This design comes from an exercise in tuning for small area, a short achievable clock period and few clock cycles per item on the open sky130 flow, not from production work. Only simulation tests tie the RTL to the original design; equivalence was not proved. No activity file was given, so power comes from the tool's default toggle rates.

// tablet_adaptive_delta_decoder_unit
module tablet_adaptive_delta_decoder_unit
#(
    parameter int TOOLS     = TOOLS_DEF,
    parameter int SHIFT_MAX = SHIFT_MAX_DEF
) (
    input  logic        clk,
    input  logic        rst_n,
    input  logic        din_valid,
    output logic        din_ready,
    input  logic        din_action,
    input  logic        din_tool,
    input  logic [2:0]  din_channel,
    input  logic [4:0]  din_raw_code,
    input  logic [15:0] din_load_value,
    input  logic [3:0]  din_load_shift,
    output logic        dout_valid,
    input  logic        dout_ready,
    output logic [15:0] dout_value,
    output logic [3:0]  dout_step_out,
    output logic        dout_held,
    input  logic        psel,
    input  logic        penable,
    input  logic        pwrite,
    input  logic [2:0]  paddr,
    input  logic [31:0] pwdata,
    output logic [31:0] prdata,
    output logic        pready
);
    logic [15:0] max_x_reg, max_y_reg;
    logic        cfg_wr;
    assign pready = 1'b1;
    assign cfg_wr = psel && penable && pwrite;
    assign prdata = {16'd0, (paddr[2] == REG_MAX_Y) ? max_y_reg : max_x_reg};
    always_ff @(posedge clk or negedge rst_n)
    begin
        if (!rst_n)
        begin
            max_x_reg <= 16'hffff;
            max_y_reg <= 16'hffff;
        end
        else if (cfg_wr)
        begin
            if (paddr[2] == REG_MAX_X)
                max_x_reg <= pwdata[15:0];
            else
                max_y_reg <= pwdata[15:0];
        end
    end
    logic s1_valid_reg, out_valid_reg, clr1_reg, clr2_reg;
    logic out_free, s1_adv, in_ready;
    assign out_free  = !out_valid_reg || dout_ready;
    assign s1_adv    = s1_valid_reg && out_free;
    assign in_ready  = !s1_valid_reg || out_free;
    assign din_ready = in_ready && !clr1_reg && !clr2_reg;
  ...
clock: 10.0 ns
lec_check: 0
abc_area: 1
abc_clock_period_in_ps: 4000
cap_margin: 20
core_margin: 2
core_utilization: 40
cts_buf_list: sky130_fd_sc_hd__clkbuf_8
cts_cluster_diameter: 60
cts_cluster_size: 16
place_density: 0.75
slew_margin: 20
tns_end_percent: 30
standard.sh (not shown) runs the stock make flow with config.mk's settings and CLKGATE_MAP_FILE= SYNTH_SCRIPT=/design/flow/synth_recipe.tcl, a recipe that flattens the netlist after the stock synthesis.
==> flow/flow/run.sh <==
#!/bin/bash
# The standard layout, with synthesis leaving adders to abc instead of
# mapping them to the half and full adder cells first, the port buffers
# made of plain buf_2 cells, and timing repair aimed at a setup slack of
# 5.45 ns (the clock period and constraints are unchanged).
export ADDER_MAP_FILE=
export BUFFER_PORTS_ARGS="-buffer_cell sky130_fd_sc_hd__buf_2"
export SETUP_SLACK_MARGIN=5.45
bash standard.sh > standard.log 2>&1
The starting point completed with no timing, DRC or antenna violations.
Testbench counts at the start, summed over its fixed seeds: cycles 24,016, items 24,000.
Rerun with:
==> flow/flow/run.sh (replaced) <==
#!/bin/bash
# The standard layout, with synthesis leaving adders to abc instead of
# mapping them to the half and full adder cells first, the port buffers
# made of plain buf_2 cells, and timing repair aimed at a setup slack of
# 5.35 ns (the clock period and constraints are unchanged).
export ADDER_MAP_FILE=
export BUFFER_PORTS_ARGS="-buffer_cell sky130_fd_sc_hd__buf_2"
export SETUP_SLACK_MARGIN=5.35
bash standard.sh > standard.log 2>&1
--- a/flow/config.mk
+++ b/flow/config.mk
@@ -11,3 +11,3 @@
 export CORE_MARGIN = 2
-export CORE_UTILIZATION = 40
+export CORE_UTILIZATION = 55
 export CTS_BUF_LIST = sky130_fd_sc_hd__clkbuf_8
@@ -17,2 +17,2 @@
 export SLEW_MARGIN = 20
-export TNS_END_PERCENT = 30
+export TNS_END_PERCENT = 10
Outcome: The changed run produced a clean layout. Final cell count decreases by 6.1%. Clock power increases by 4.1%. Count of clock-buffer cells in the layout increases by 1.
Rerun with:
==> flow/flow/run.sh (replaced) <==
#!/bin/bash
# The standard layout, with synthesis leaving adders to abc instead of
# mapping them to the half and full adder cells first, the port buffers
# made of plain buf_2 cells, and timing repair aimed at a setup slack of
# 5.45 ns (the clock period and constraints are unchanged).
export ADDER_MAP_FILE=
export BUFFER_PORTS_ARGS="-buffer_cell sky130_fd_sc_hd__buf_2"
export SETUP_SLACK_MARGIN=5.45
bash standard.sh > standard.log 2>&1
--- a/flow/config.mk
+++ b/flow/config.mk
@@ -7,3 +7,2 @@
 export LEC_CHECK = 0
-export ABC_AREA = 1
 export ABC_CLOCK_PERIOD_IN_PS = 4000
After rerunning: The new run produced a clean layout. Global-route usage goes down by 0.86 points. Synthesized cell count goes down by about 14%. Cell area goes up by about 12%. Total power goes up by about 30%.
Rerun with:
==> flow/flow/run.sh (replaced) <==
#!/bin/bash
# The standard layout, with synthesis leaving adders to abc instead of
# mapping them to the half and full adder cells first, the port buffers
# made of plain buf_2 cells, and timing repair aimed at a setup slack of
# 5.35 ns (the clock period and constraints are unchanged).
export ADDER_MAP_FILE=
export BUFFER_PORTS_ARGS="-buffer_cell sky130_fd_sc_hd__buf_2"
export SETUP_SLACK_MARGIN=5.35
bash standard.sh > standard.log 2>&1
--- a/flow/config.mk
+++ b/flow/config.mk
@@ -7,2 +7,3 @@
 export LEC_CHECK = 0
+export ABC_AREA = 1
 export ABC_CLOCK_PERIOD_IN_PS = 4000
@@ -10,3 +11,3 @@
 export CORE_MARGIN = 2
-export CORE_UTILIZATION = 55
+export CORE_UTILIZATION = 40
 export CTS_BUF_LIST = sky130_fd_sc_hd__clkbuf_8
Outcome: The new run finished with timing, DRC and antenna clean; register-to-register slack gains 2.2 ns; cell count went up by 14%; combinational power decreases by 48%.


job 102:
Another version of the RTL of tablet_adaptive_delta_decoder_unit (not shown whole).
For scale: ~1,700 cells after synthesis, ~20,000 um2 of cells after synthesis.
Settings: LEC_CHECK=0, ABC_CLOCK_PERIOD_IN_PS=4000, CAP_MARGIN=20, CORE_MARGIN=2, CORE_UTILIZATION=40, CTS_BUF_LIST=sky130_fd_sc_hd__clkbuf_8, CTS_CLUSTER_DIAMETER=60, CTS_CLUSTER_SIZE=16, SLEW_MARGIN=20; clock period 10.0 ns.
==> flow/flow/run.sh <==
#!/bin/bash
# The standard layout, with synthesis leaving adders to abc instead of
# mapping them to the half and full adder cells first, and timing repair
# aimed at a setup slack of 5.5 ns (the clock period and constraints are
# unchanged).
export ADDER_MAP_FILE=
export SETUP_SLACK_MARGIN=5.5
bash standard.sh > standard.log 2>&1
Job 102 finished end to end and its layout was clean on timing, DRC and antenna.
Testbench counts of job 102, summed over its fixed seeds: cycles 24,016, items 24,000.
#### Input delta (job 105 over job 102)
# job 102
export LEC_CHECK = 0
export ABC_CLOCK_PERIOD_IN_PS = 4000
export CAP_MARGIN = 20
export CORE_MARGIN = 2
export CORE_UTILIZATION = 40
export CTS_BUF_LIST = sky130_fd_sc_hd__clkbuf_8
export CTS_CLUSTER_DIAMETER = 60
export CTS_CLUSTER_SIZE = 16
export SLEW_MARGIN = 20
create_clock -name core_clock -period 10.0 [get_ports {clk}]
# job 105
export LEC_CHECK = 0
export ABC_AREA = 1
export ABC_CLOCK_PERIOD_IN_PS = 4000
export CAP_MARGIN = 20
export CORE_MARGIN = 2
export CORE_UTILIZATION = 40
export CTS_BUF_LIST = sky130_fd_sc_hd__clkbuf_8
export CTS_CLUSTER_DIAMETER = 60
export CTS_CLUSTER_SIZE = 16
export SLEW_MARGIN = 20
create_clock -name core_clock -period 10.0 [get_ports {clk}]
==> flow/flow/run.sh <==
#!/bin/bash
# The standard layout, with synthesis leaving adders to abc instead of
# mapping them to the half and full adder cells first, the port buffers
# made of plain buf_2 cells, and timing repair aimed at a setup slack of
# 5.5 ns (the clock period and constraints are unchanged).
export ADDER_MAP_FILE=
export BUFFER_PORTS_ARGS="-buffer_cell sky130_fd_sc_hd__buf_2"
export SETUP_SLACK_MARGIN=5.5
bash standard.sh > standard.log 2>&1
--- outcome ---
- Comparing the two runs side by side, job 105 comes out ahead of job 102 on normalized max-slew margin.
- Per the comparison of job 105 with job 102, flip-flop and latch count after synthesis was more or less identical, combinational fraction of design power went down by 8.7 points.
- Comparing the two runs side by side, job 105 comes out ahead of job 102 on worst-case setup margin in the final layout.
- The utilization after layout of job 105 falls short of that of job 102 by 3.9 points.
- The launching instance or port of the critical path comes out dout_ready in one run and paddr[2] in the other, namely in job 102 and job 105 respectively.
- Against job 102, number of buffers created by CTS in job 105 rose by more than 10%.
- What job 102 reported for clock-buffer cell count has to be multiplied by 1.2 to get the figure for job 105.
- Area of all placed cells without fillers ends up higher on job 102.
- Summary — slew at the pin closest to its max-slew limit, job 105 relative to job 102: lower, by 0.12 ns.
- | fraction of the mapped netlist area in simple logic gates | job 105 vs job 102 | 15 points higher |
- Comparing ratio of final minimum period to clock period for job 105 and job 102, the smaller number came from job 105.

-- static timing again, ports no longer ideal --
How much do the figures lean on ideal ports? The routed layouts below were timed once more, with nothing changed but the port constraints.
Step 1 assumes that a clkbuf_16 drives the clock port and a buf_2 every other input.
Step 2 adds t to the input delays and takes it off the output delays; t is the mean of the earliest and latest rising clock arrival at the registers after step 1. Input paths then give back, and output paths get back, about the clock's delay inside the block.
a / b / c = ideal / step 1 / step 2; a / b = the first two.
run | t (ns) | slack for setup (ns) | worst setup path at the end | worst data-port slew with drivers (ns) | cell pins on the clock port's net
the first run of note 1 | 0.633 | 5.419 / 5.282 / 4.963 | input to register | 0.14 | 1
the second run of note 1 | 0.621 | 5.364 / 5.303 / 4.890 | input to register | 0.06 | 1
the third run of note 1 | 0.642 | 3.372 / 3.372 / 3.372 | register to register | 0.08 | 1
the fourth run of note 1 | 0.649 | 5.343 / 5.292 / 4.842 | input to register | 0.05 | 1
job 102 | 0.698 | 5.397 / 5.206 / 4.747 | input to register | 0.26 | 1
job 105 | 0.668 | 5.453 / 5.249 / 5.008 | input to register | 0.21 | 1
After both steps setup and hold are still met in every run listed. The setup slack of job 102, which loses most, moves by -0.191 ns with the drivers and by -0.650 ns with both steps.
